From an optimization exercise on the open Yosys and OpenROAD flow, aimed at small area, a short achievable clock period and few clock cycles; shortcuts taken in it are not production practice.
In this exercise RTL edits were held to simulation tests only and were not proved equivalent to the original.
Power figures rest on the tool's default switching activity, not on a simulated workload.

## design.v

```verilog
package tofq_pkg;
  localparam int StampBits = 64;
  localparam int IdBits    = 16;
  localparam int CountBits = 5;
  typedef enum logic [1:0] {
    CMD_PUSH     = 2'd0,
    CMD_POP      = 2'd1,
    CMD_POP_LESS = 2'd2,
    CMD_CLEAR    = 2'd3
  } cmd_e;
  typedef struct packed {
    logic [1:0]                  cmd;
    logic signed [StampBits-1:0] stamp;
    logic [IdBits-1:0]           frame_id;
  } in_item_t;
  typedef struct packed {
    logic                        popped;
    logic [IdBits-1:0]           out_frame_id;
    logic signed [StampBits-1:0] out_stamp;
    logic [CountBits-1:0]        entry_count;
    logic                        push_refused;
  } out_item_t;
  typedef struct packed {
    logic push;
    logic pop;
  } cell_ctrl_t;
endpackage
module tofq_cell #(
  parameter int FrameBits = 16
) (
  input  logic                                  clk_i,
  input  logic                                  we_i,
  input  logic signed [tofq_pkg::StampBits-1:0] new_stamp_i,
  input  logic [FrameBits-1:0]                  new_frame_i,
  output logic signed [tofq_pkg::StampBits-1:0] stamp_o,
  output logic [FrameBits-1:0]                  frame_o
);
  logic signed [tofq_pkg::StampBits-1:0] stamp_q;
  logic [FrameBits-1:0]                  frame_q;
  always_ff @(posedge clk_i) begin
    if (we_i) begin
      stamp_q <= new_stamp_i;
      frame_q <= new_frame_i;
    end
  end
  assign stamp_o = stamp_q;
  assign frame_o = frame_q;
endmodule
module tofq_lt (
  input  logic [tofq_pkg::StampBits-1:0] a_i,
  input  logic [tofq_pkg::StampBits-1:0] b_i,
  output logic                           lt_o
);
  logic [63:0] l0, e0;
  logic [15:0] l1, e1;
  logic [3:0]  l2, e2;
  for (genvar b = 0; b < 64; b++) begin : g_bit
    if (b == 63) begin : g_sign
      assign l0[b] = a_i[b] & ~b_i[b];
      assign e0[b] = a_i[b] | ~b_i[b];
    end else begin : g_mag
      assign l0[b] = ~a_i[b] & b_i[b];
      assign e0[b] = ~a_i[b] | b_i[b];
    end
  end
  for (genvar k = 0; k < 16; k++) begin : g_l1
    assign l1[k] = l0[4*k+3] | (e0[4*k+3] & l0[4*k+2]) | (e0[4*k+3] & e0[4*k+2] & l0[4*k+1]) |
                   (e0[4*k+3] & e0[4*k+2] & e0[4*k+1] & l0[4*k]);
    assign e1[k] = l0[4*k+3] | (e0[4*k+3] & l0[4*k+2]) | (e0[4*k+3] & e0[4*k+2] & l0[4*k+1]) |
                   (e0[4*k+3] & e0[4*k+2] & e0[4*k+1] & e0[4*k]);
  end
  for (genvar k = 0; k < 4; k++) begin : g_l2
    assign l2[k] = l1[4*k+3] | (e1[4*k+3] & l1[4*k+2]) | (e1[4*k+3] & e1[4*k+2] & l1[4*k+1]) |
                   (e1[4*k+3] & e1[4*k+2] & e1[4*k+1] & l1[4*k]);
    assign e2[k] = l1[4*k+3] | (e1[4*k+3] & l1[4*k+2]) | (e1[4*k+3] & e1[4*k+2] & l1[4*k+1]) |
                   (e1[4*k+3] & e1[4*k+2] & e1[4*k+1] & e1[4*k]);
  end
  assign lt_o = l2[3] | (e2[3] & l2[2]) | (e2[3] & e2[2] & l2[1]) | (e2[3] & e2[2] & e2[1] & l2[0]);
endmodule
module timestamp_ordered_frame_queue_unit #(
  parameter int QUEUE_DEPTH = 16,
  parameter int HANDLE_BITS = 16
) (
  input  logic      clk_i,
  input  logic      rst_ni,
  input  logic      in_valid_i,
  output logic      in_stall_o,
  input  tofq_pkg::in_item_t  in_item_i,
  output logic      out_valid_o,
  input  logic      out_stall_i,
  output tofq_pkg::out_item_t out_item_o
);
  localparam int N         = QUEUE_DEPTH;
  localparam int FrameBits = (HANDLE_BITS < tofq_pkg::IdBits) ? HANDLE_BITS : tofq_pkg::IdBits;
  localparam int CntW      = $clog2(QUEUE_DEPTH + 1);
  localparam logic [CntW-1:0] FullCnt = CntW'(QUEUE_DEPTH);
  logic            cmd_v_q;
  logic            is_push, is_pop, is_less, is_clear;
  logic [N-1:0]    cmd_slot_q;   
  logic [N-1:0]    cmd_lt_q;     
  logic [N-1:0]    live_q, live_d;
  logic [CntW-1:0] occ_q, occ_d;
  logic          before_q [N][N];   
  logic [N-1:0]    head_q, head_d;   
  logic                out_valid_q;
  tofq_pkg::out_item_t out_q, out_d;
  logic                        out_free;
  logic                        proc;
  logic                        load;
  logic                        full;
  logic                        push_fire, pop_fire;
  logic                        in_push;
  logic [N-1:0]                slot_lt;
  logic [N-1:0]                head;
  logic [N-1:0]                second;
  logic [N-1:0]                head_lt;
  logic [N-1:0]                taken;
  logic [N-1:0]                free_one;
  logic [N-1:0]                new_slot;
  logic [N-1:0]                we;
  logic signed [tofq_pkg::StampBits-1:0] stamps [N];
  logic [FrameBits-1:0]        frames [N];
  logic signed [tofq_pkg::StampBits-1:0] head_stamp;
  logic [FrameBits-1:0]        head_frame;
  logic [CntW+tofq_pkg::CountBits-1:0]   cnt_ext;
  assign out_free   = !out_valid_q || !out_stall_i;
  assign proc       = cmd_v_q && out_free;
  assign in_stall_o = cmd_v_q && !out_free;
  assign load       = !in_stall_o;
  assign full     = (occ_q >= FullCnt);
  assign head = head_q;
  always_comb begin
    for (int i = 0; i < N; i++) begin
      second[i] = live_q[i] && !head_q[i];
      for (int j = 0; j < N; j++) begin
        if (j < i) begin
          if (live_q[j] && !head_q[j] && before_q[j][i]) second[i] = 1'b0;
        end else if (j > i) begin
          if (live_q[j] && !head_q[j] && !before_q[i][j]) second[i] = 1'b0;
        end
      end
    end
  end
  assign push_fire = proc && is_push && !full;
  assign pop_fire  = proc && ((is_pop && (live_q != '0)) || (is_less && ((head & cmd_lt_q) != '0)));
  assign taken = live_q | (cmd_v_q ? cmd_slot_q : '0);
  always_comb begin
    free_one = '0;
    for (int i = N - 1; i >= 0; i--) begin
      if (!taken[i]) free_one = '0;
      if (!taken[i]) free_one[i] = 1'b1;
    end
  end
  always_comb begin
    if (taken != '1) begin
      new_slot = free_one;
    end else if (cmd_v_q && is_clear) begin
      new_slot = N'(1);
    end else if (pop_fire) begin
      new_slot = head;
    end else begin
      new_slot = '0;
    end
  end
  assign in_push = load && in_valid_i && (in_item_i.cmd == tofq_pkg::CMD_PUSH);
  assign we      = in_push ? new_slot : '0;
  always_ff @(posedge clk_i or negedge rst_ni) begin
    if (!rst_ni) begin
      cmd_v_q <= 1'b0;
    end else if (load) begin
      cmd_v_q <= in_valid_i;
    end
  end
  always_ff @(posedge clk_i) begin
    if (load) begin
      is_push    <= (in_item_i.cmd == tofq_pkg::CMD_PUSH);
      is_pop     <= (in_item_i.cmd == tofq_pkg::CMD_POP);
      is_less    <= (in_item_i.cmd == tofq_pkg::CMD_POP_LESS);
      is_clear   <= (in_item_i.cmd == tofq_pkg::CMD_CLEAR);
      cmd_slot_q <= we;
      cmd_lt_q   <= slot_lt;
    end
  end
  for (genvar i = 0; i < N; i++) begin : g_cmp
    tofq_lt u_lt (
      .a_i (stamps[i]),
      .b_i (in_item_i.stamp),
      .lt_o(slot_lt[i])
    );
  end
  for (genvar i = 0; i < N; i++) begin : g_slot
    tofq_cell #(
      .FrameBits(FrameBits)
    ) u_cell (
      .clk_i      (clk_i),
      .we_i       (we[i]),
      .new_stamp_i(in_item_i.stamp),
      .new_frame_i(in_item_i.frame_id[FrameBits-1:0]),
      .stamp_o    (stamps[i]),
      .frame_o    (frames[i])
    );
  end
  for (genvar i = 0; i < N; i++) begin : g_row
    for (genvar j = i + 1; j < N; j++) begin : g_col
      always_ff @(posedge clk_i) begin
        if (push_fire && cmd_slot_q[j]) begin
          before_q[i][j] <= cmd_lt_q[i];
        end else if (push_fire && cmd_slot_q[i]) begin
          before_q[i][j] <= !cmd_lt_q[j];
        end
      end
    end
  end
  always_comb begin
    head_stamp = '0;
    head_frame = '0;
    for (int i = 0; i < N; i++) begin
      head_stamp = head_stamp | (head[i] ? stamps[i] : '0);
      head_frame = head_frame | (head[i] ? frames[i] : '0);
    end
  end
  always_comb begin
    live_d = live_q;
    occ_d  = occ_q;
    if (proc) begin
      if (is_clear) begin
        live_d = '0;
        occ_d  = '0;
      end else if (push_fire) begin
        live_d = live_q | cmd_slot_q;
        occ_d  = occ_q + CntW'(1);
      end else if (pop_fire) begin
        live_d = live_q & ~head;
        occ_d  = occ_q - CntW'(1);
      end
    end
  end
  assign head_lt = cmd_lt_q & live_q;
  always_comb begin
    head_d = head_q;
    if (proc) begin
      if (is_clear) begin
        head_d = '0;
      end else if (push_fire) begin
        if (head_lt == '0) head_d = cmd_slot_q;
      end else if (pop_fire) begin
        head_d = second;
      end
    end
  end
  always_ff @(posedge clk_i or negedge rst_ni) begin
    if (!rst_ni) begin
      live_q <= '0;
      occ_q  <= '0;
      head_q <= '0;
    end else begin
      live_q <= live_d;
      occ_q  <= occ_d;
      head_q <= head_d;
    end
  end
  assign cnt_ext = {{tofq_pkg::CountBits{1'b0}}, occ_d};
  always_comb begin
    out_d              = out_q;
    out_d.popped       = pop_fire;
    out_d.out_frame_id = pop_fire ? tofq_pkg::IdBits'(head_frame) : '0;
    out_d.out_stamp    = pop_fire ? head_stamp : '0;
    out_d.entry_count  = cnt_ext[tofq_pkg::CountBits-1:0];
    out_d.push_refused = is_push && full;
  end
  always_ff @(posedge clk_i or negedge rst_ni) begin
    if (!rst_ni) begin
      out_valid_q <= 1'b0;
    end else if (out_free) begin
      out_valid_q <= proc;
    end
  end
  always_ff @(posedge clk_i) begin
    if (proc) begin
      out_q <= out_d;
    end
  end
  assign out_valid_o = out_valid_q;
  assign out_item_o  = out_q;
endmodule
module tofq_top (
  input  logic                        clk_i,
  input  logic                        rst_ni,
  input  logic                        in_valid_i,
  output logic                        in_stall_o,
  input  logic [1:0]                  in_cmd_i,
  input  logic [tofq_pkg::StampBits-1:0]        in_stamp_i,
  input  logic [tofq_pkg::IdBits-1:0]           in_frame_id_i,
  output logic                        out_valid_o,
  input  logic                        out_stall_i,
  output logic                        out_popped_o,
  output logic [tofq_pkg::IdBits-1:0]           out_frame_id_o,
  output logic [tofq_pkg::StampBits-1:0]        out_stamp_o,
  output logic [tofq_pkg::CountBits-1:0]        out_entry_count_o,
  output logic                        out_push_refused_o
);
  tofq_pkg::in_item_t  in_item;
  tofq_pkg::out_item_t out_item;
  assign in_item.cmd      = in_cmd_i;
  assign in_item.stamp    = in_stamp_i;
  assign in_item.frame_id = in_frame_id_i;
  timestamp_ordered_frame_queue_unit #(
    .QUEUE_DEPTH(16),
    .HANDLE_BITS(16)
  ) u_queue (
    .clk_i      (clk_i),
    .rst_ni     (rst_ni),
    .in_valid_i (in_valid_i),
    .in_stall_o (in_stall_o),
    .in_item_i  (in_item),
    .out_valid_o(out_valid_o),
    .out_stall_i(out_stall_i),
    .out_item_o (out_item)
  );
  assign out_popped_o       = out_item.popped;
  assign out_frame_id_o     = out_item.out_frame_id;
  assign out_stamp_o        = out_item.out_stamp;
  assign out_entry_count_o  = out_item.entry_count;
  assign out_push_refused_o = out_item.push_refused;
endmodule
```

## run.sh

```bash
#!/bin/bash
# synth_recipe.tcl (not shown) runs the flow's synth.tcl, then flattens the netlist and writes it again
# the make line also repeats each setting of config.mk as NAME=value (left out here)
make -C /OpenROAD-flow-scripts/flow DESIGN_CONFIG=/design/flow/config.mk WORK_HOME=/design/flow/orfs CLKGATE_MAP_FILE= SYNTH_SCRIPT=/design/flow/synth_recipe.tcl finish
```

## config.mk

```make
export PLATFORM = sky130hd
export DESIGN_NAME = tofq_top
export DESIGN_NICKNAME = tofq_top
export VERILOG_FILES = /design/flow/design.v
export SDC_FILE = /design/flow/constraint.sdc
export NUM_CORES = 4
export LEC_CHECK = 0
export CAP_MARGIN = 20
export CORE_MARGIN = 2
export CORE_UTILIZATION = 45
export SETUP_SLACK_MARGIN = 2.7
export SLEW_MARGIN = 20
export TNS_END_PERCENT = 5
```

## constraint.sdc

```tcl
create_clock -name core_clock -period 5.5 [get_ports {clk_i}]
set_input_delay 1.1000 -clock core_clock [delete_from_list [all_inputs] [get_ports {clk_i}]]
set_output_delay 1.1000 -clock core_clock [all_outputs]
set_load 0.01 [all_outputs]
```

==> out/results.tsv, run 1 <==
stage	metric	value	unit
worst_setup_path	crit_fanout	41	
place	post_dp_cell_area	81180	um^2
layout	drive_gt1_frac	0.1806	
clock_tree	numCtsBuffers	171	
drt	dr.pass1.iters	10	
worst_setup_path	reg2reg_from	u_queue.cmd_lt_q[1]$_DFFE_PN_	
layout	area_growth	23.17	%
layout	finalNetCount	6882	
status	status	no timing/DRC/antenna violations	
timing	fmax	310.8	MHz
synth	synth_area_leaders	edfxtp_1 (60%), a221oi_1 (3.4%), a22o_1 (3.1%)	
timing	tightest_slew	1122	ps
clock_tree	cts_sinks	1562	
timing	drv_slew	0	
worst_setup_path	cp_data_arrival_time	3780	ps
timing	fin_crit	3218	ps
global_route	grt.overflow.total	0	
timing	setup_viol	0	
die	die-area	172000	um^2
synth	synth_cell_types	77	
die	start_util	0.4535	
clock_tree	cts_tree	yes	
global_route	antenna_found_initial	24	
pwr	power	36.54	mW
synth	ys_ff_latch	1562	
synth	syn_nets	6444	
synth	yosys-top-cells-count	edfxtp_1 (1523), nand2_1 (421), o21ai_0 (414), clkbuf_1 (380), a21oi_1 (359)	
synth	syn_avg_cell_area	11.95	um^2
timing	slew_headroom	0.2519	
clock_tree	clockBufferDepth	3	
hold_path	hold_path_class	in -> async	
drt	drt_iter0_drc	12170	
worst_setup_path	end_kind	flip-flop	
synth	syn_inst	6356	
die	rows	150	
place	hpwl	211500	um
synth	yosys.area.top_type_share	0.6023	
die	core_area	167400	um^2
flow_run	timing.max_cap.violations	0	
drt	totalWireLength	356100	um
clock_tree	cts-root-buf	clkbuf_16	
die	die_x	414.8	um
drt	ant_nets	0	
synth	synth_most_common_cell	edfxtp_1	
synth	netlist_area	75930	um^2
worst_setup_path	crit_start	u_queue.cmd_lt_q[1]$_DFFE_PN_	
synth	ys_async_sr_fraction	0.02497	
synth	yosys_warnings	6	
synth	synth_edf_count	1523	
drt	drc_errors	0	
clock_tree	clk_latency	890	ps
timing	fin_ws	2282	ps
global_route	grt_pass1_vias	61430	
pwr	leakage	32.01	nW
pwr	ir_drop	0.4111	mV
global_route	grt_max_degree	73	
global_route	grt_pass1_wl	480900	um
timing	hold_viol	0	
synth	synth_top_cell_by_area	edfxtp_1	
worst_setup_path	path_class	reg -> reg	
place	io_buffers	174	
place	dpl_worst_slack	107.9	ps
timing	hold_ws	378.3	ps
timing	finalSetupTns	0	ps
timing	fin_worst_skew	47.64	ps
drt	post_drt_wl_per_cell	38.90	um
clock_tree	path_clk_slew	60	ps
synth	yosysSeqAreaShare	0.6152	
global_route	grt_usage	0.3947	
place	routabilityCongestion	1.016	
die	ioPinCount	175	
worst_setup_path	worstSetupStartpointType	flip-flop	
pwr	power.density	390.8	nW/um^2
drt	vias	66350	
layout	final_cell_area	93520	um^2
timing	rsz0062_at_grt	yes	
worst_setup_path	required	6060	ps
die	chipHeight	414.8	um
clock_tree	htreeDepth	4	
synth	ys.flop_type	edfxtp_1	
drt	via_per_inst	7.248	
timing	min_period_over_period	0.5850	
routing by layer:
layer,vias up,GRT usage,share of wire
met5,-,0,0.00087
met4,30,0.2448,0.076
met3,1391,0.1055,0.13
met2,5607,0.5896,0.43
met1,32960,0.5120,0.36
li1,26360,-,-
worst max-delay path, cell delays in order (launching register included):
cell and delay [ps]:
edfxtp_1 470, buf_12 180, a22o_4 260, a221oi_4 230, nand3_1 120, o21a_1 230
o21ai_4 150, buf_4 130, buf_4 180, buf_4 210, bufbuf_16 520, a31oi_1 180
per-stage QoR:
step                      cells    util
after floorplan            6356       -
after global placement     8534  0.4848
after detailed placement   8535  0.4849
after CTS                  9065  0.5492
after global routing       9145  0.5585
final                      9155  0.5586
final timing paths:
check	slack, ps	cells after the start	end
min in group core_clock	550	1	u_queue.g_slot[8].u_cell.stamp_q[42]$_DFFE_PP_
min	380	1	u_queue.occ_q[0]$_DFF_PN0_
max	2280	11	u_queue.out_q[46]$_SDFFCE_PN0P_
max reg2reg	2280	11	u_queue.out_q[46]$_SDFFCE_PN0P_
max in group asynchronous	4360	1	u_queue.head_q[14]$_DFFE_PN0P_
min reg2reg	570	2	u_queue.occ_q[4]$_DFF_PN0_
area by class of cell:
class / count / area (um^2)
Inverter: 359 / 1510
Clock inverter: 114 / 1436
Multi-Input combinational cell: 3988 / 28400
Tap cell: 2204 / 2758
Clock buffer: 202 / 4446
Fill cell: 13920 / 73890
Sequential cell: 1562 / 46780
Antenna cell: 14 / 35.03
Timing Repair inverter: 10 / 65.06
Timing Repair Buffer: 702 / 8087
report_power, final:
part | internal [mW] | leakage (nW) | switching (mW)
clock | 6.92 | 2.86 | 5.27
sequential | 13.6 | 14.3 | 0.591
combinational | 3.55 | 14.8 | 6.65
placed cells by master (no fill, tap or decap), drive strengths merged, types with 138 or more instances in the layout:
cell type,Yosys,layout
nor2,251,251
inv,341,332
o21ai,415,415
nand2,421,421
maj3,157,157
o22ai,171,171
a22o,266,266
clkbuf,382,237
o21a,138,138
a31oi,138,138
edfxtp,1523,1523
a221oi,295,295
a21oi,359,359
a22oi,271,271
buf,66,511
kinds of logic (layout without fill, tap and decap cells):
group,after synthesis,in the layout,share of synthesized area
adders and majority gates,159,159,0.02108
buffers and inverters,807,1387,0.04050
AOI/OAI and AO/OA,2637,2638,0.2465
muxes,16,16,0.002867
other,0,14,0
and+or+nand+nor,1172,1172,0.07350
DFF,1562,1562,0.6152
xor gates and xnor gates,3,3,0.0003461
sequential cells by signal, indices dropped and copies added (netlist names):
register and cells:
u_queue.g_slot.u_cell.stamp_q 1024, u_queue.g_slot.u_cell.frame_q 256, u_queue.before_q 120, u_queue.out_q 87, u_queue.cmd_lt_q 16, u_queue.cmd_slot_q 16, u_queue.head_q 16, u_queue.live_q 16
u_queue.occ_q 5, u_queue.cmd_v_q 1, u_queue.is_clear 1, u_queue.is_less 1, u_queue.is_pop 1, u_queue.is_push 1, u_queue.out_valid_q 1
what timing repair did:
item | 4_1_cts | 5_1_grt
pin swaps | 110 | 68
setup endpoints to repair | 1686 | 1612
buffers inserted | 170 | 58
resized for setup | 605 | 251
hold buffers | 0 | 0
cloned | 44 | 18
Testbench counts, summed over its fixed seeds: cycles 16,016.
==> inputs of run 2 (changes only) <==
--- a/design.v
+++ b/design.v
@@ -51,3 +51,5 @@
   input  logic [tofq_pkg::StampBits-1:0] b_i,
-  output logic                           lt_o
+  output logic                           lt_hi_o,
+  output logic                           le_hi_o,
+  output logic                           lt_lo_o
 );
@@ -77,3 +79,5 @@
   end
-  assign lt_o = l2[3] | (e2[3] & l2[2]) | (e2[3] & e2[2] & l2[1]) | (e2[3] & e2[2] & e2[1] & l2[0]);
+  assign lt_hi_o = l2[3] | (e2[3] & l2[2]);
+  assign le_hi_o = l2[3] | (e2[3] & e2[2]);
+  assign lt_lo_o = l2[1] | (e2[1] & l2[0]);
 endmodule
@@ -99,3 +103,6 @@
   logic [N-1:0]    cmd_slot_q;   
-  logic [N-1:0]    cmd_lt_q;     
+  logic [N-1:0]    cmd_lh_q;     
+  logic [N-1:0]    cmd_eh_q;     
+  logic [N-1:0]    cmd_ll_q;     
+  logic [N-1:0]    cmd_lt;       
   logic [N-1:0]    live_q, live_d;
@@ -104,2 +111,4 @@
   logic [N-1:0]    head_q, head_d;   
+  logic [N-1:0]    free_q;           
+  logic            full_q;           
   logic                out_valid_q;
@@ -112,3 +121,3 @@
   logic                        in_push;
-  logic [N-1:0]                slot_lt;
+  logic [N-1:0]                slot_lh, slot_eh, slot_ll;
   logic [N-1:0]                head;
@@ -116,4 +125,4 @@
   logic [N-1:0]                head_lt;
-  logic [N-1:0]                taken;
-  logic [N-1:0]                free_one;
+  logic [N-1:0]                taken_d;
+  logic [N-1:0]                free_d;
   logic [N-1:0]                new_slot;
@@ -143,15 +152,7 @@
   end
-  assign push_fire = proc && is_push && !full;
-  assign pop_fire  = proc && ((is_pop && (live_q != '0)) || (is_less && ((head & cmd_lt_q) != '0)));
-  assign taken = live_q | (cmd_v_q ? cmd_slot_q : '0);
+  assign push_fire = proc && (cmd_slot_q != '0);
+  assign pop_fire  = proc && ((is_pop && (head != '0)) || (is_less && ((head & cmd_lt) != '0)));
   always_comb begin
-    free_one = '0;
-    for (int i = N - 1; i >= 0; i--) begin
-      if (!taken[i]) free_one = '0;
-      if (!taken[i]) free_one[i] = 1'b1;
-    end
-  end
-  always_comb begin
-    if (taken != '1) begin
-      new_slot = free_one;
+    if (!full_q) begin
+      new_slot = free_q;
     end else if (cmd_v_q && is_clear) begin
@@ -168,5 +169,7 @@
     if (!rst_ni) begin
-      cmd_v_q <= 1'b0;
+      cmd_v_q    <= 1'b0;
+      cmd_slot_q <= '0;
     end else if (load) begin
-      cmd_v_q <= in_valid_i;
+      cmd_v_q    <= in_valid_i;
+      cmd_slot_q <= we;
     end
@@ -179,4 +182,5 @@
       is_clear   <= (in_item_i.cmd == tofq_pkg::CMD_CLEAR);
-      cmd_slot_q <= we;
-      cmd_lt_q   <= slot_lt;
+      cmd_lh_q   <= slot_lh;
+      cmd_eh_q   <= slot_eh;
+      cmd_ll_q   <= slot_ll;
     end
@@ -187,5 +191,8 @@
       .b_i (in_item_i.stamp),
-      .lt_o(slot_lt[i])
+      .lt_hi_o(slot_lh[i]),
+      .le_hi_o(slot_eh[i]),
+      .lt_lo_o(slot_ll[i])
     );
   end
+  assign cmd_lt = cmd_lh_q | (cmd_eh_q & cmd_ll_q);
   for (genvar i = 0; i < N; i++) begin : g_slot
@@ -205,6 +212,6 @@
       always_ff @(posedge clk_i) begin
-        if (push_fire && cmd_slot_q[j]) begin
-          before_q[i][j] <= cmd_lt_q[i];
-        end else if (push_fire && cmd_slot_q[i]) begin
-          before_q[i][j] <= !cmd_lt_q[j];
+        if (proc && cmd_slot_q[j]) begin
+          before_q[i][j] <= cmd_lt[i];
+        end else if (proc && cmd_slot_q[i]) begin
+          before_q[i][j] <= !cmd_lt[j];
         end
@@ -237,3 +244,20 @@
   end
-  assign head_lt = cmd_lt_q & live_q;
+  assign taken_d = live_d | (load ? we : cmd_slot_q);
+  for (genvar i = 0; i < N; i++) begin : g_free
+    if (i == 0) begin : g_first
+      assign free_d[i] = !taken_d[i];
+    end else begin : g_next
+      assign free_d[i] = !taken_d[i] && (&taken_d[i-1:0]);
+    end
+  end
+  always_ff @(posedge clk_i or negedge rst_ni) begin
+    if (!rst_ni) begin
+      free_q <= N'(1);
+      full_q <= 1'b0;
+    end else begin
+      free_q <= free_d;
+      full_q <= (taken_d == '1);
+    end
+  end
+  assign head_lt = cmd_lt & live_q;
   always_comb begin
==> flow/run.sh (new file) <==
#!/bin/bash
# Layout: the standard flow (standard.sh, all steps to finish), with one
# change: the buffers that buffer_ports puts on every input and output port
# are buf_4 cells instead of the delay buffer it picks by default.
# make's output goes to standard.log; each ORFS step logs under orfs/logs/.
set -euo pipefail
export BUFFER_PORTS_ARGS="-buffer_cell sky130_fd_sc_hd__buf_4"
bash standard.sh finish > standard.log 2>&1
==> standard.sh (new file) <==
#!/bin/bash
# synth_recipe.tcl (not shown) runs the flow's synth.tcl, then flattens the netlist and writes it again
# the make line also repeats each setting of config.mk as NAME=value (left out here)
make -C /OpenROAD-flow-scripts/flow DESIGN_CONFIG=/design/flow/config.mk WORK_HOME=/design/flow/orfs CLKGATE_MAP_FILE= SYNTH_SCRIPT=/design/flow/synth_recipe.tcl "${@:-finish}"
--- a/config.mk
+++ b/config.mk
@@ -9,5 +9,5 @@
 export CORE_MARGIN = 2
-export CORE_UTILIZATION = 45
+export CORE_UTILIZATION = 40
 export SETUP_SLACK_MARGIN = 2.7
 export SLEW_MARGIN = 20
-export TNS_END_PERCENT = 5
+export TNS_END_PERCENT = 30
removed: run.sh
==> run 2 against run 1 <==
  * Count of clock-buffer cells in the layout is 7 higher
  * Combinational power fell by 65%
  * Sequential share of layout area decreased by 0.53 points
  * Core utilization decreased by 5.4 points
  * Non-clock buffer count rose by 49
  * Fmax decreased by 8.4%
  * First-iteration DRC count increased by 17%
  * Sequential power fell by 3%
  * Routed wire length increased by 1.9%
  * Cell count increased by 7.7%
  * Flip-flop and latch count rose by 49
  * Critical endpoint is now u_queue.full_q$_DFF_PN0_
  * Register-to-register slack got worse by 300 ps
==> out/results.tsv, run 2 <==
stage	metric	value	unit
synth	synthSimpleGateAreaFrac	0.07875	
layout	top_regs	u_queue.g_slot.u_cell.stamp_q: 1024 flops, u_queue.g_slot.u_cell.frame_q: 256 flops, u_queue.before_q: 120 flops	
die	chipHeight	444.1	um
layout	largest_reg_flops	1024	
synth	synth_most_common_cell	edfxtp_1	
layout	fin_cells	9864	
timing	fin_ws	1987	ps
drt	post_drt_wl_per_cell	36.80	um
clock_tree	cts_tree	yes	
layout	layout_commonest_cell	edfxtp_1	
die	start_util	0.4024	
synth	synth-compound-area-share	0.2406	
clock_tree	htreeDepth	4	
worst_setup_path	timing.rr.end	u_queue.full_q$_DFF_PN0_	
worst_setup_path	worstSetupStartpointType	flip-flop	
worst_setup_path	cp_data_arrival_time	4310	ps
place	dpl_worst_slack	640.4	ps
synth	synth_cell_types	90	
die	core_area	192600	um^2
synth	ys_async_sr_fraction	0.04469	
worst_setup_path	required	6290	ps
clock_tree	cts-hold-fix-buffers	0	
drt	drt_iter0_drc	14250	
timing	fin_crit	3513	ps
die	die_x	444.1	um
synth	synth_area_leaders	edfxtp_1 (60%), o21ai_0 (4.7%), a221oi_1 (3.5%)	
die	ioPinCount	175	
synth	synth-xor-area-share	0	
synth	ys.flop_type	edfxtp_1	
layout	largest_register	u_queue.g_slot.u_cell.stamp_q	
timing	fmax	284.7	MHz
synth	syn_nets	6739	
global_route	antenna_found_initial	39	
layout	fill_cells	16490	
synth	synth_edf_count	1539	
layout	seq_area	48080	um^2
pwr	leakage	33.17	nW
worst_setup_path	r2r_slack	1990	ps
global_route	grt_usage	0.3368	
die	rows	161	
pwr	power.density	302.8	nW/um^2
layout	multiInputGateArea	28780	um^2
timing	min_period_over_period	0.6387	
worst_setup_path	ff2ff_path_depth	9	
synth	synth_top_cell_by_area	edfxtp_1	
clock_tree	cts_sinks	1611	
synth	synth_top_family_by_area	compound AO/OA/AOI/OAI gates	
timing	hold_viol	0	
hold_path	hold_path_class	in -> async	
layout	final_cell_mix	edfxtp_1 (1539), o21ai_0 (669), nand2_1 (613)	
global_route	grt.overflow.total	0	
timing	rsz0062_at_grt	yes	
synth	synth_mux_area_frac	0.0001292	
layout	area_growth	25.38	%
worst_setup_path	end_kind	flip-flop	
synth	netlist_area	77490	um^2
global_route	grt_max_degree	82	
place	io_buffers	174	
drt	drc_errors	0	
synth	syn_avg_cell_area	11.65	um^2
timing	finalSetupTns	0	ps
timing	tightest_slew	1206	ps
layout	post-route-util	0.5045	
layout	finalNetCount	7258	
worst_setup_path	path_class	reg -> reg	
timing	drv_slew	0	
flow_run	timing.max_cap.violations	0	
clock_tree	path_clk_slew	60	ps
drt	via_per_inst	6.952	
synth	yosys.area.top_type_share	0.5964	
clock_tree	cts-root-buf	clkbuf_16	
drt	totalWireLength	363000	um
global_route	grt_pass1_vias	60580	
global_route	grt_pass1_wl	472400	um
synth	yosys-top-cells-count	edfxtp_1 (1539), o21ai_0 (733), nand2_1 (636), inv_1 (382), clkbuf_1 (380)	
clock_tree	clk_latency	880	ps
synth	syn_inst	6651	
drt	dr.pass1.iters	11	
die	die-area	197300	um^2
timing	setup_viol	0	
synth	yosysSeqAreaShare	0.6197	
place	routabilityCongestion	0.9648	
place	dp_cells	9033	
clock_tree	numCtsBuffers	175	
place	hpwl	198700	um
layout	drive_gt1_frac	0.2034	
worst_setup_path	reg2reg_from	u_queue.head_q[7]$_DFFE_PN0P_	
timing	slew_headroom	0.1963	
drt	ant_nets	0	
clock_tree	clockBufferDepth	3	
drt	vias	68570	
synth	synth_adder_area_share	0.02025	
status	status	no timing/DRC/antenna violations	
timing	fin_worst_skew	64.93	ps
synth	ys_ff_latch	1611	
synth	yosys_warnings	6	
pwr	ir_drop	0.3458	mV
worst_setup_path	crit_fanout	42	
[run 2: logic make-up after synthesis]
logic type / Yosys count
adders and majority gates: 156
AOI/OAI and AO/OA: 2728
DFF: 1611
and+or+nand+nor: 1321
muxes: 1
buffers and inverters: 834
[run 2: final cells by class]
type | instances | share of cell area
antenna | 23 | 0.0005924
clock buffer | 209 | 0.04639
clock inverter | 113 | 0.01308
inverter | 398 | 0.01763
multi-input combinational | 4209 | 0.2962
sequential | 1611 | 0.4949
tap | 2526 | 0.03253
timing repair buffer | 751 | 0.09691
timing repair inverter | 24 | 0.001751
[run 2: where the power goes]
part	internal (mW)	switching (mW)	total, mW
Clock	6.73	5.35	12.1
Sequential	13.7	0.153	13.8
Combinational	1.22	2.32	3.53
Total	21.6	7.82	29.4
[run 2: how the worst max path moves through the flow]
stage,slack (ps),start,end,depth (start not counted)
after CTS,1930,u_queue.g_slot[4].u_cell.stamp_q[0]$_DFFE_PP_,u_queue.cmd_ll_q[4]$_DFFE_PN_,12
after global placement,640,in_stamp_i[3],u_queue.cmd_ll_q[11]$_DFFE_PN_,14
after detailed placement,640,in_stamp_i[3],u_queue.cmd_ll_q[11]$_DFFE_PN_,14
after global routing,1930,u_queue.g_slot[4].u_cell.stamp_q[0]$_DFFE_PP_,u_queue.cmd_ll_q[4]$_DFFE_PN_,12
final,1990,u_queue.head_q[7]$_DFFE_PN0P_,u_queue.full_q$_DFF_PN0_,9
after floorplan,740,out_stall_i,u_queue.free_q[15]$_DFF_PN0_,10
[run 2: worst max-delay path: stages (launching register included)]
cell      delay (ps)
dfrtp_4          470
buf_6            540
buf_6            670
a22oi_2          140
o21ai_0          330
nand2b_1         240
nand4b_4         130
or4b_4           540
nand2b_4         160
nor2_2           100
[run 2: stage by stage]
| stage | hold WS [ps] | area [um^2] | power [mW] |
|---|---|---|---|
| 3_5_place_dp | 548.6 | 81630 | 16.70 |
| 3_3_place_gp | 546.2 | 81630 | 16.67 |
| 6_report | 42.22 | 97150 | 29.42 |
| 2_1_floorplan | 488.5 | 77670 | 15.42 |
| 5_1_grt | 29.21 | 97140 | 30.06 |
| 4_1_cts | 6.680 | 91290 | 28.81 |
[run 2: timing repair]
action,CTS,global route
pin swaps,43,217
buffers inserted,138,213
gates resized for setup,278,630
gates cloned,59,76
setup endpoints to repair,1593,1528
[run 2: metal layers]
layer  part of all wire  track usage  up-vias
met5            0.00048            0        -
met3               0.14      0.08939     1360
li1                   -            -    27390
met2               0.42       0.4924     6217
met4              0.078       0.1991       24
met1               0.36       0.4498    33580
Testbench counts of run 2, summed over its fixed seeds: cycles 16,016.
==> inputs of run 3 (changes only) <==
--- a/design.v
+++ b/design.v
@@ -116,2 +116,3 @@
   logic                        out_free;
+  logic                        busy_q, busy_d;
   logic                        proc;
@@ -136,4 +137,12 @@
   assign proc       = cmd_v_q && out_free;
-  assign in_stall_o = cmd_v_q && !out_free;
-  assign load       = !in_stall_o;
+  assign load       = !(cmd_v_q && !out_free);
+  assign in_stall_o = busy_q && out_stall_i;
+  assign busy_d     = (load ? in_valid_i : cmd_v_q) && (out_free ? proc : out_valid_q);
+  always_ff @(posedge clk_i or negedge rst_ni) begin
+    if (!rst_ni) begin
+      busy_q <= 1'b0;
+    end else begin
+      busy_q <= busy_d;
+    end
+  end
   assign full     = (occ_q >= FullCnt);
==> run.sh (new file) <==
#!/bin/bash
# synth_recipe.tcl (not shown) runs the flow's synth.tcl, then flattens the netlist and writes it again
# the make line also repeats each setting of config.mk as NAME=value (left out here)
make -C /OpenROAD-flow-scripts/flow DESIGN_CONFIG=/design/flow/config.mk WORK_HOME=/design/flow/orfs CLKGATE_MAP_FILE= SYNTH_SCRIPT=/design/flow/synth_recipe.tcl finish
--- a/config.mk
+++ b/config.mk
@@ -7,2 +7,3 @@
 export LEC_CHECK = 0
+export ABC_AREA = 1
 export CAP_MARGIN = 20
removed: flow/run.sh
removed: standard.sh
==> run 3 against run 2 <==
  * Critical path depth grew 1
  * Via count is 0.38% lower
  * Sequential share of layout area increased by 1.9 points
  * Clock skew fell by 11 ps
  * Core utilization is 1.8 points lower
  * Cell count up 7.7%
  * Die area shrank 0.18%
  * Flip-flop and latch count up 1
  * First-iteration DRC count shrank 22%
  * Highest routed layer unchanged
==> out/results.tsv, run 3 <==
stage	metric	value	unit
status	status	no timing/DRC/antenna violations	
flow_run	timing.max_cap.violations	0	
drt	dr.pass1.iters	8	
timing	tightest_slew	965.3	ps
clock_tree	cts_tree	yes	
synth	synth_most_common_cell	edfxtp_1	
die	start_util	0.4020	
drt	totalWireLength	338400	um
layout	layout_commonest_cell	edfxtp_1	
pwr	ir_drop	0.3021	mV
synth	synth_cell_types	63	
place	io_buffers	174	
clock_tree	path_clk_slew	70	ps
worst_setup_path	worstSetupStartpointType	flip-flop	
pwr	leakage	34.13	nW
worst_setup_path	required	6060	ps
drt	drc_errors	0	
drt	post_drt_wl_per_cell	31.86	um
pwr	switching_share	0.2811	
synth	yosys.area.top_type_share	0.5975	
global_route	grt_pass1_vias	61830	
place	routabilityCongestion	1.021	
place	hpwl	201300	um
clock_tree	numCtsBuffers	174	
timing	rsz0062_at_grt	yes	
timing	fin_crit	3062	ps
synth	yosys-top-cells-count	edfxtp_1 (1539), nand2_1 (1410), inv_1 (734), o21ai_0 (731), a21oi_1 (485)	
drt	ant_nets	0	
worst_setup_path	crit_fanout	31	
synth	syn_inst	7502	
die	ioPinCount	175	
global_route	grt_usage	0.3202	
drt	via_per_inst	6.432	
synth	ys_async_sr_fraction	0.04529	
layout	fill_cells	17230	
die	chipHeight	443.7	um
pwr	seq_power_share	0.465	
pwr	power	29.91	mW
timing	fmax	326.5	MHz
die	die_x	443.7	um
timing	slew_headroom	0.3557	
synth	synth_area_leaders	edfxtp_1 (60%), nand2_1 (6.8%), o21ai_0 (4.7%)	
worst_setup_path	ff2ff_path_depth	10	
synth	ys_ff_latch	1612	
global_route	antenna_found_initial	29	
global_route	grt.overflow.total	0	
clock_tree	cts_sinks	1612	
synth	synth_top_cell_by_area	edfxtp_1	
pwr	power_switching	8.409	mW
die	core_area	192400	um^2
pwr	pwr-share-clk	0.388	
die	die-area	196900	um^2
synth	ys.flop_type	edfxtp_1	
timing	hold_ws	242.9	ps
clock_tree	clockBufferDepth	3	
global_route	grt_max_degree	81	
layout	top_regs	u_queue.g_slot.u_cell.stamp_q: 1024 flops, u_queue.g_slot.u_cell.frame_q: 256 flops, u_queue.before_q: 120 flops	
synth	netlist_area	77340	um^2
pwr	power.density	319.8	nW/um^2
timing	drv_slew	0	
drt	vias	68310	
clock_tree	cts-root-buf	clkbuf_16	
timing	fin_worst_skew	53.89	ps
worst_setup_path	cp_data_arrival_time	3620	ps
synth	syn_avg_cell_area	10.31	um^2
layout	finalNetCount	8028	
timing	fin_ws	2438	ps
worst_setup_path	end_kind	flip-flop	
synth	yosys_warnings	6	
clock_tree	clk_latency	860	ps
drt	drt_iter0_drc	11120	
worst_setup_path	path_class	reg -> reg	
layout	final_cell_mix	edfxtp_1 (1539), nand2_1 (1350), o21ai_0 (702)	
layout	post-route-util	0.4861	
place	dpl_worst_slack	611.1	ps
synth	syn_nets	7590	
pwr	internal_power	21.50	mW
timing	finalSetupTns	0	ps
timing	hold_viol	0	
layout	drive_gt1_frac	0.1434	
timing	min_period_over_period	0.5568	
global_route	grt_pass1_wl	453300	um
pwr	power_frac_comb	0.147	
hold_path	hold_path_class	in -> async	
layout	largest_reg_flops	1024	
synth	yosysSeqAreaShare	0.6212	
synth	synth_edf_count	1539	
clock_tree	htreeDepth	4	
layout	largest_register	u_queue.g_slot.u_cell.stamp_q	
die	rows	161	
timing	setup_viol	0	
layout	area_growth	20.92	%
-- run 3: changes by cell type in the layout (fill, tap and decap cells not counted), sizes merged, moves of 199 or more --
cell   previous run  this run
nor2            229       428
a22oi           232         7
buf             707       446
inv             364       709
nand3            71       281
nand2           637      1418
nor3             30       267
-- run 3: cell type report --
type / count / area (um^2) / area share
Clock buffer: 219 / 4596 / 0.04914
Tap cell: 2526 / 3161 / 0.03379
Timing Repair Buffer: 644 / 7178 / 0.07675
Timing Repair inverter: 22 / 135.1 / 0.001445
Antenna cell: 18 / 45.04 / 0.0004816
Inverter: 757 / 3052 / 0.03263
Clock inverter: 94 / 894.6 / 0.009566
Sequential cell: 1612 / 48100 / 0.5144
Multi-Input combinational cell: 4729 / 26360 / 0.2818
-- run 3: stage by stage --
| step | cells | area [um^2] |
|---|---|---|
| after floorplan | 7502 | 77600 |
| after global placement | 10020 | 83000 |
| after detailed placement | 10020 | 83000 |
| after CTS | 10460 | 90640 |
| after global routing | 10610 | 93500 |
| final | 10620 | 93520 |
-- run 3: final timing paths --
path / startpoint / to / slack [ps]
worst min-delay path: rst_ni / u_queue.busy_q$_DFF_PN0_ / 240
max in group asynchronous: rst_ni / u_queue.head_q[15]$_DFFE_PN0P_ / 4240
worst max-delay path: u_queue.head_q[3]$_DFFE_PN0P_ / u_queue.out_q[85]$_SDFFCE_PP0P_ / 2440
min in group core_clock: u_queue.is_push$_DFFE_PN_ / u_queue.out_q[0]$_DFFE_PP_ / 520
worst max register to register: u_queue.head_q[3]$_DFFE_PN0P_ / u_queue.out_q[85]$_SDFFCE_PP0P_ / 2440
worst min register to register: u_queue.is_push$_DFFE_PN_ / u_queue.out_q[0]$_DFFE_PP_ / 520
-- run 3: cells by family after synthesis --
kind of cell,share of synthesized area
flops,0.6212
simple gates,0.1339
compound gates,0.1871
fa+ha+maj,0.0003235
xor+xnor,0.0002265
buf+inv,0.05720
-- run 3: per-layer routing --
metal	up-vias	track usage	share of wire
met2	5326	0.4867	0.43
met4	24	0.1880	0.077
met5	-	0	0.00048
li1	28650	-	-
met3	1189	0.06963	0.13
met1	33130	0.4218	0.36
-- run 3: worst max-delay path, cell delays in order, from the launching register on --
cell and delay, ps:
dfrtp_4 500, buf_4 320, buf_4 660, a221oi_1 170
nand3_1 130, a21oi_1 40, nand2_1 90, a21oi_1 40
nand4_1 140, a21oi_1 60, a31oi_1 570
-- run 3: repair_timing --
item                       in CTS  in global routing
hold buffers                    0                  0
setup buffers                 107                 97
gates cloned                   22                 45
gates resized for setup       281                360
setup endpoints to repair    1687               1443
pin swaps                      22                 50
-- run 3: power groups by stage --
stage	registers [mW]	logic, mW	clock network, mW
2_1_floorplan	14.1	1.91	0
3_3_place_gp	14.2	3.58	0
3_5_place_dp	14.2	3.59	0
4_1_cts	13.9	3.91	11.7
5_1_grt	13.9	4.55	12.1
6_report	13.9	4.40	11.6
Testbench counts of run 3, summed over its fixed seeds: cycles 16,016.
==> inputs of run 4 (changes only) <==
--- a/config.mk
+++ b/config.mk
@@ -11,2 +11,4 @@
 export CORE_UTILIZATION = 40
+export CTS_CLUSTER_DIAMETER = 100
+export CTS_CLUSTER_SIZE = 20
 export SETUP_SLACK_MARGIN = 2.7
==> run 4 against run 3 <==
  * Still clean on timing, DRC and antenna
  * First-iteration DRC count increased by 2.9%
  * Hold slack gained 53 ps
  * Worst setup slack got worse by 26 ps
  * Fmax shrank 0.84%
  * Clock power shrank 36%
  * Flip-flop and latch count unchanged
  * Largest cell class unchanged
==> out/results.tsv, run 4 <==
stage	metric	value	unit
status	status	no timing/DRC/antenna violations	
die	die-area	196900	um^2
timing	tightest_slew	1103	ps
die	chipHeight	443.7	um
layout	layout_commonest_cell	edfxtp_1	
drt	dr.pass1.iters	8	
timing	fmax	323.8	MHz
timing	fin_ws	2412	ps
clock_tree	clk_latency	790	ps
worst_setup_path	worstSetupStartpointType	flip-flop	
synth	netlist_area	77340	um^2
worst_setup_path	path_cells	nand2_1 > nand2_1 > nand2_1 > nand2_1 > nor2_1 > nand2_1 > o21ai_4 > nand2_4 > nand2_8 > buf_4 > a41oi_1	
global_route	grt_max_degree	81	
global_route	grt_pass1_vias	61350	
drt	vias	68250	
layout	area_growth	18.47	%
worst_setup_path	crit_start	u_queue.cmd_ll_q[5]$_DFFE_PN_	
synth	syn_inst	7502	
clock_tree	path_clk_slew	90	ps
synth	syn_avg_cell_area	10.31	um^2
worst_setup_path	critPathMaxStageDelay	550	ps
layout	post-route-util	0.4763	
worst_setup_path	crit_path_top_delay_cell	buf_4	
drt	drc_errors	0	
layout	final_cell_mix	edfxtp_1 (1539), nand2_1 (1342), o21ai_0 (704)	
synth	synth_area_leaders	edfxtp_1 (60%), nand2_1 (6.8%), o21ai_0 (4.7%)	
clock_tree	cts_sinks	1612	
clock_tree	clockBufferDepth	3	
place	dp_cells	10020	
die	die_x	443.7	um
layout	final_cell_area	91630	um^2
timing	hold_ws	296.0	ps
worst_setup_path	required	5890	ps
place	dpl_worst_slack	611.1	ps
place	io_buffers	174	
drt	ant_nets	0	
worst_setup_path	crit_fanout	29	
timing	finalSetupTns	0	ps
place	post_dp_cell_area	83000	um^2
timing	rsz0062_at_grt	yes	
synth	yosys.area.top_type_share	0.5975	
die	start_util	0.4020	
synth	synth_edf_count	1539	
global_route	antenna_found_initial	30	
synth	ys_async_sr_fraction	0.04529	
timing	slew_headroom	0.2648	
drt	drt_iter0_drc	11440	
synth	syn_nets	7590	
worst_setup_path	path_class	reg -> reg	
clock_tree	cts_tree	yes	
timing	fin_crit	3088	ps
clock_tree	htreeDepth	3	
pwr	leakage	33.12	nW
clock_tree	cts-hold-fix-buffers	0	
synth	ys.flop_type	edfxtp_1	
drt	totalWireLength	341000	um
layout	finalNetCount	7986	
pwr	ir_drop	0.2491	mV
synth	yosys-top-cells-count	edfxtp_1 (1539), nand2_1 (1410), inv_1 (734), o21ai_0 (731), a21oi_1 (485)	
global_route	grt_usage	0.3205	
worst_setup_path	end_kind	flip-flop	
synth	ys_ff_latch	1612	
die	rows	161	
layout	fin_cells	10480	
place	hpwl	201300	um
global_route	grt.overflow.total	0	
synth	yosys_warnings	6	
timing	min_period_over_period	0.5615	
worst_setup_path	cp_data_arrival_time	3480	ps
layout	largest_register	u_queue.g_slot.u_cell.stamp_q	
die	ioPinCount	175	
clock_tree	cts-root-buf	clkbuf_16	
layout	largest_reg_flops	1024	
clock_tree	numCtsBuffers	92	
synth	yosysSeqAreaShare	0.6212	
timing	hold_viol	0	
flow_run	timing.max_cap.violations	0	
synth	synth_top_cell_by_area	edfxtp_1	
synth	synth_most_common_cell	edfxtp_1	
worst_setup_path	ff2ff_path_depth	11	
global_route	grt_pass1_wl	453200	um
timing	fin_worst_skew	55.31	ps
worst_setup_path	cpMostUsedCell	nand2_1	
drt	post_drt_wl_per_cell	32.55	um
hold_path	hold_path_class	in -> async	
place	routabilityCongestion	1.021	
die	core_area	192400	um^2
layout	drive_gt1_frac	0.1363	
pwr	power.density	281.2	nW/um^2
drt	via_per_inst	6.515	
layout	fill_cells	17370	
timing	setup_viol	0	
pwr	power	25.77	mW
synth	synth_cell_types	63	
worst_setup_path	reg2reg_from	u_queue.cmd_ll_q[5]$_DFFE_PN_	
timing	drv_slew	0	
layout	top_regs	u_queue.g_slot.u_cell.stamp_q: 1024 flops, u_queue.g_slot.u_cell.frame_q: 256 flops, u_queue.before_q: 120 flops	
-- run 4: repair_timing --
action | CTS | global route
setup endpoints to repair | 1639 | 1470
pin swaps | 36 | 49
resized for setup | 367 | 337
cloned | 39 | 49
setup buffers | 144 | 80
-- run 4: power breakdown --
part / internal, mW / switching [mW] / leakage (nW)
clock network: 3.18 / 4.27 / 1.26
logic: 1.41 / 3.04 / 16.9
registers: 13.7 / 0.176 / 14.9
-- run 4: path summary, 6_finish.rpt --
kind / endpoint / slack, ps
worst max register to register: u_queue.out_q[31]$_SDFFCE_PP0P_ / 2410
min in group core_clock: u_queue.out_q[0]$_DFFE_PP_ / 520
max in group asynchronous: u_queue.head_q[10]$_DFFE_PN0P_ / 4220
worst min-delay path: u_queue.busy_q$_DFF_PN0_ / 300
worst max-delay path: u_queue.out_q[31]$_SDFFCE_PP0P_ / 2410
worst min register to register: u_queue.out_q[0]$_DFFE_PP_ / 520
-- run 4: cell type report --
cell class,count,area (um^2),share of cell area
Tap cell,2526,3161,0.03449
Antenna cell,24,60.06,0.0006555
Timing Repair Buffer,684,8109,0.08850
Inverter,757,3060,0.03340
Sequential cell,1612,48100,0.5250
Timing Repair inverter,21,137.6,0.001502
Clock inverter,13,183.9,0.002007
Multi-Input combinational cell,4730,26400,0.2881
Clock buffer,109,2410,0.02630
-- run 4: kinds of logic after synthesis --
group | count (synthesis) | share of synthesized area
AOI/OAI and AO/OA | 2237 | 0.1871
adders and majority gates | 2 | 0.0003235
xor gates and xnor gates | 2 | 0.0002265
DFF | 1612 | 0.6212
buffers and inverters | 1163 | 0.05720
and+or+nand+nor | 2486 | 0.1339
-- run 4: worst max-delay path: cells and delay by family, from the launching register on --
| kind | cells | cell delay [ps] |
|---|---|---|
| and+or+nand+nor | 8 | 950 |
| buffers and inverters | 1 | 550 |
| AOI/OAI and AO/OA | 2 | 620 |
| DFF | 1 | 540 |
-- run 4: layer usage --
metal,wire [um],vias to the layer above,GRT usage
met5,176,-,0
met4,24960,26,0.1938
met3,42920,1083,0.06174
met2,147700,5490,0.4852
met1,125200,33200,0.4270
li1,-,28450,-
==> inputs of run 5 (changes only) <==
==> flow/run.sh (new file) <==
#!/bin/bash
# Layout: the standard flow (standard.sh, all steps to finish), with two
# changes to how the resizer works:
#  - the buffers that buffer_ports puts on every input and output port are
#    buf_4 cells instead of the delay buffer it picks by default;
#  - MATCH_CELL_FOOTPRINT=0, so that timing repair may also swap a gate for an
#    equivalent one of another footprint (for example a low-power inverter
#    for a stronger one), not only for another size of the same footprint.
# make's output goes to standard.log; each ORFS step logs under orfs/logs/.
set -euo pipefail
export BUFFER_PORTS_ARGS="-buffer_cell sky130_fd_sc_hd__buf_4"
bash standard.sh MATCH_CELL_FOOTPRINT=0 finish > standard.log 2>&1
==> standard.sh (new file) <==
#!/bin/bash
# synth_recipe.tcl (not shown) runs the flow's synth.tcl, then flattens the netlist and writes it again
# the make line also repeats each setting of config.mk as NAME=value (left out here)
make -C /OpenROAD-flow-scripts/flow DESIGN_CONFIG=/design/flow/config.mk WORK_HOME=/design/flow/orfs CLKGATE_MAP_FILE= SYNTH_SCRIPT=/design/flow/synth_recipe.tcl "${@:-finish}"
--- a/config.mk
+++ b/config.mk
@@ -11,4 +11,2 @@
 export CORE_UTILIZATION = 40
-export CTS_CLUSTER_DIAMETER = 100
-export CTS_CLUSTER_SIZE = 20
 export SETUP_SLACK_MARGIN = 2.7
removed: run.sh
==> run 5 against run 4 <==
  * Worst setup slack improved by 5.6 ps
  * Routed wire length is 0.84% lower
  * Global-route usage fell by 0.11 points
  * Fmax increased by 0.18%
  * Synthesized cell count is the same
  * Clock power increased by 56%
==> out/results.tsv, run 5 <==
stage	metric	value	unit
die	chipHeight	443.7	um
layout	top_regs	u_queue.g_slot.u_cell.stamp_q: 1024 flops, u_queue.g_slot.u_cell.frame_q: 256 flops, u_queue.before_q: 120 flops	
synth	yosys.area.top_type_share	0.5975	
timing	setup_viol	0	
place	post_dp_cell_area	81840	um^2
die	rows	161	
pwr	leakage	33.15	nW
drt	dr.pass1.iters	9	
worst_setup_path	crit_fanout	29	
layout	area_growth	17.43	%
clock_tree	cts-hold-fix-buffers	0	
clock_tree	clk_latency	860	ps
drt	via_per_inst	6.442	
worst_setup_path	worstSetupStartpointType	flip-flop	
die	die-area	196900	um^2
clock_tree	cts_sinks	1612	
timing	tightest_slew	1016	ps
layout	final_cell_mix	edfxtp_1 (1539), nand2_1 (1347), o21ai_0 (728)	
timing	fin_crit	3083	ps
layout	fill_cells	17370	
synth	syn_inst	7502	
synth	synth_top_cell_by_area	edfxtp_1	
global_route	antenna_found_initial	24	
global_route	grt_usage	0.3195	
layout	multiInputGateArea	25850	um^2
drt	drc_errors	0	
global_route	grt_pass1_wl	449500	um
place	hpwl	204600	um
clock_tree	clockBufferDepth	3	
hold_path	hold_path_class	in -> async	
synth	synth_cell_types	63	
layout	largest_reg_flops	1024	
drt	totalWireLength	338100	um
pwr	power.density	327.7	nW/um^2
synth	yosysSeqAreaShare	0.6212	
synth	synth_edf_count	1539	
place	io_buffers	174	
drt	drt_iter0_drc	11360	
clock_tree	path_clk_slew	60	ps
clock_tree	numCtsBuffers	175	
flow_run	timing.max_cap.violations	0	
die	ioPinCount	175	
worst_setup_path	required	6050	ps
synth	yosys-top-cells-count	edfxtp_1 (1539), nand2_1 (1410), inv_1 (734), o21ai_0 (731), a21oi_1 (485)	
synth	synth-compound-area-share	0.1871	
global_route	grt_pass1_vias	60820	
worst_setup_path	path_class	reg -> reg	
synth	synth_mux_area_frac	0	
synth	synth_top_family_by_area	compound AO/OA/AOI/OAI gates	
pwr	power	29.76	mW
timing	drv_slew	0	
die	start_util	0.4020	
layout	layout_commonest_cell	edfxtp_1	
global_route	grt.overflow.total	0	
synth	syn_avg_cell_area	10.31	um^2
synth	yosys_warnings	6	
drt	post_drt_wl_per_cell	32.39	um
synth	synth-xor-area-share	0.0002265	
timing	finalSetupTns	0	ps
synth	netlist_area	77340	um^2
layout	finalNetCount	7851	
status	status	no timing/DRC/antenna violations	
clock_tree	htreeDepth	4	
synth	ys_ff_latch	1612	
layout	final_cell_area	90820	um^2
pwr	ir_drop	0.3142	mV
timing	fin_worst_skew	50.18	ps
synth	ys.flop_type	edfxtp_1	
timing	rsz0062_at_grt	yes	
timing	fmax	324.4	MHz
timing	hold_viol	0	
die	core_area	192400	um^2
clock_tree	cts-root-buf	clkbuf_16	
drt	ant_nets	0	
synth	synth_most_common_cell	edfxtp_1	
layout	seq_area	48100	um^2
worst_setup_path	cp_data_arrival_time	3630	ps
layout	drive_gt1_frac	0.1301	
synth	synthSimpleGateAreaFrac	0.1339	
timing	min_period_over_period	0.5605	
place	routabilityCongestion	0.9895	
global_route	grt_max_degree	81	
synth	synth_adder_area_share	0.0003236	
clock_tree	cts_tree	yes	
worst_setup_path	end_kind	flip-flop	
layout	largest_register	u_queue.g_slot.u_cell.stamp_q	
timing	slew_headroom	0.3230	
synth	syn_nets	7590	
die	die_x	443.7	um
drt	vias	67260	
synth	ys_async_sr_fraction	0.04529	
synth	synth_area_leaders	edfxtp_1 (60%), nand2_1 (6.8%), o21ai_0 (4.7%)	
run 5: cell counts after synthesis:
Identical to the previous run, type by type.
run 5: timing repair:
action / in CTS / in global routing
endpoints found under the setup margin: 1473 / 1402
gates resized for setup: 96 / 262
setup buffers: 49 / 74
pin swaps: 1 / 43
gates cloned: 5 / 44
run 5: report_power, final:
part / switching (mW) / internal (mW) / total [mW]
sequential: 0.197 / 13.7 / 13.9
clock: 5.20 / 6.44 / 11.6
combinational: 2.97 / 1.24 / 4.21
total: 8.37 / 21.4 / 29.8
run 5: critical path, cell delays in order (launching register included):
cell and delay [ps]:
dfrtp_4 580, buf_4 630, buf_6 520, nand2_1 120, nand2_1 120, a221oi_1 60
a41oi_1 640
run 5: routing by layer:
metal  vias up  GRT usage  wire length [um]
met1     32860     0.4246            125500
met5         -          0                90
met2      5064     0.4847            146800
li1      28290          -                 -
met4        14     0.1878             24480
met3      1029    0.06464             41170
run 5: final cells by class:
cell class,instances,area share
timing repair inverter,12,0.0008541
sequential,1612,0.5296
antenna,13,0.0003582
clock buffer,223,0.05100
timing repair buffer,478,0.05545
clock inverter,92,0.009520
inverter,757,0.03371
multi-input combinational,4727,0.2847
tap,2526,0.03480
run 5: path summary, 6_finish.rpt:
| kind | start | endpoint | slack [ps] | cells after the start |
|---|---|---|---|---|
| setup / recovery | u_queue.head_q[8]$_DFFE_PN0P_ | u_queue.out_q[39]$_SDFFCE_PP0P_ | 2420 | 6 |
| hold / removal | rst_ni | u_queue.busy_q$_DFF_PN0_ | 230 | 1 |
| setup reg to reg | u_queue.head_q[8]$_DFFE_PN0P_ | u_queue.out_q[39]$_SDFFCE_PP0P_ | 2420 | 6 |
| hold reg to reg | u_queue.occ_q[4]$_DFF_PN0_ | u_queue.occ_q[4]$_DFF_PN0_ | 490 | 1 |
| max in group asynchronous | rst_ni | u_queue.head_q[7]$_DFFE_PN0P_ | 4250 | 2 |
| min in group core_clock | u_queue.occ_q[4]$_DFF_PN0_ | u_queue.occ_q[4]$_DFF_PN0_ | 490 | 1 |
run 5: kinds of logic (layout without fill, tap and decap cells):
kind of cell,count (synthesis),count (layout)
and+or+nand+nor,2486,2486
AOI/OAI and AO/OA,2237,2237
DFF,1612,1612
buffers and inverters,1163,1562
adders and majority gates,2,2
xor gates and xnor gates,2,2
other,0,13
run 5: metrics by stage:
stage | worst slack (ps) | cells | util | hold slack [ps]
6_report | 2417 | 10440 | 0.4721 | 234.0
5_1_grt | 2535 | 10440 | 0.4720 | 255.9
3_5_place_dp | 1171 | 9940 | 0.4254 | 467.9
3_3_place_gp | 1227 | 9940 | 0.4254 | 480.9
4_1_cts | 2410 | 10310 | 0.4595 | 218.6
2_1_floorplan | 1279 | 7502 | - | 445.7

[separate check: timing with driven ports]
No port has a modelled driver above. Below, the same layouts with a new extraction and two added sets of constraints. Step 1 (the two cells are an assumption about what drives the block):
set clk [get_ports {clk_i}]
set_driving_cell -lib_cell sky130_fd_sc_hd__clkbuf_16 $clk
set_driving_cell -lib_cell sky130_fd_sc_hd__buf_2 [delete_from_list [all_inputs] $clk]
Step 2 moves the port delays by t, midway between the first and last clock arrival at a register: inputs arrive t later, outputs are due t later. That takes back most of the time a late clock gives input paths. Three values: no drivers, after step 1, after step 2; two values: the first two.
run	t, ns	setup slack, ns	hold slack, ns	cell pins on the clock port's net
run 1	0.962	2.282 / 2.282 / 1.344	0.378 / 0.309 / 0.571	1
run 2	0.931	1.987 / 1.987 / 1.100	0.042 / -0.016 / 0.583	1
run 3	0.929	2.438 / 2.438 / 1.670	0.243 / 0.175 / 0.521	1
run 4	0.859	2.412 / 2.412 / 1.636	0.296 / 0.231 / 0.520	1
run 5	0.931	2.417 / 2.417 / 1.679	0.234 / 0.179 / 0.493	1
After both steps every run listed still meets setup and hold. For run 1, which loses most, drivers alone change the setup slack by 0.000 ns; drivers and shift together by -0.938 ns.
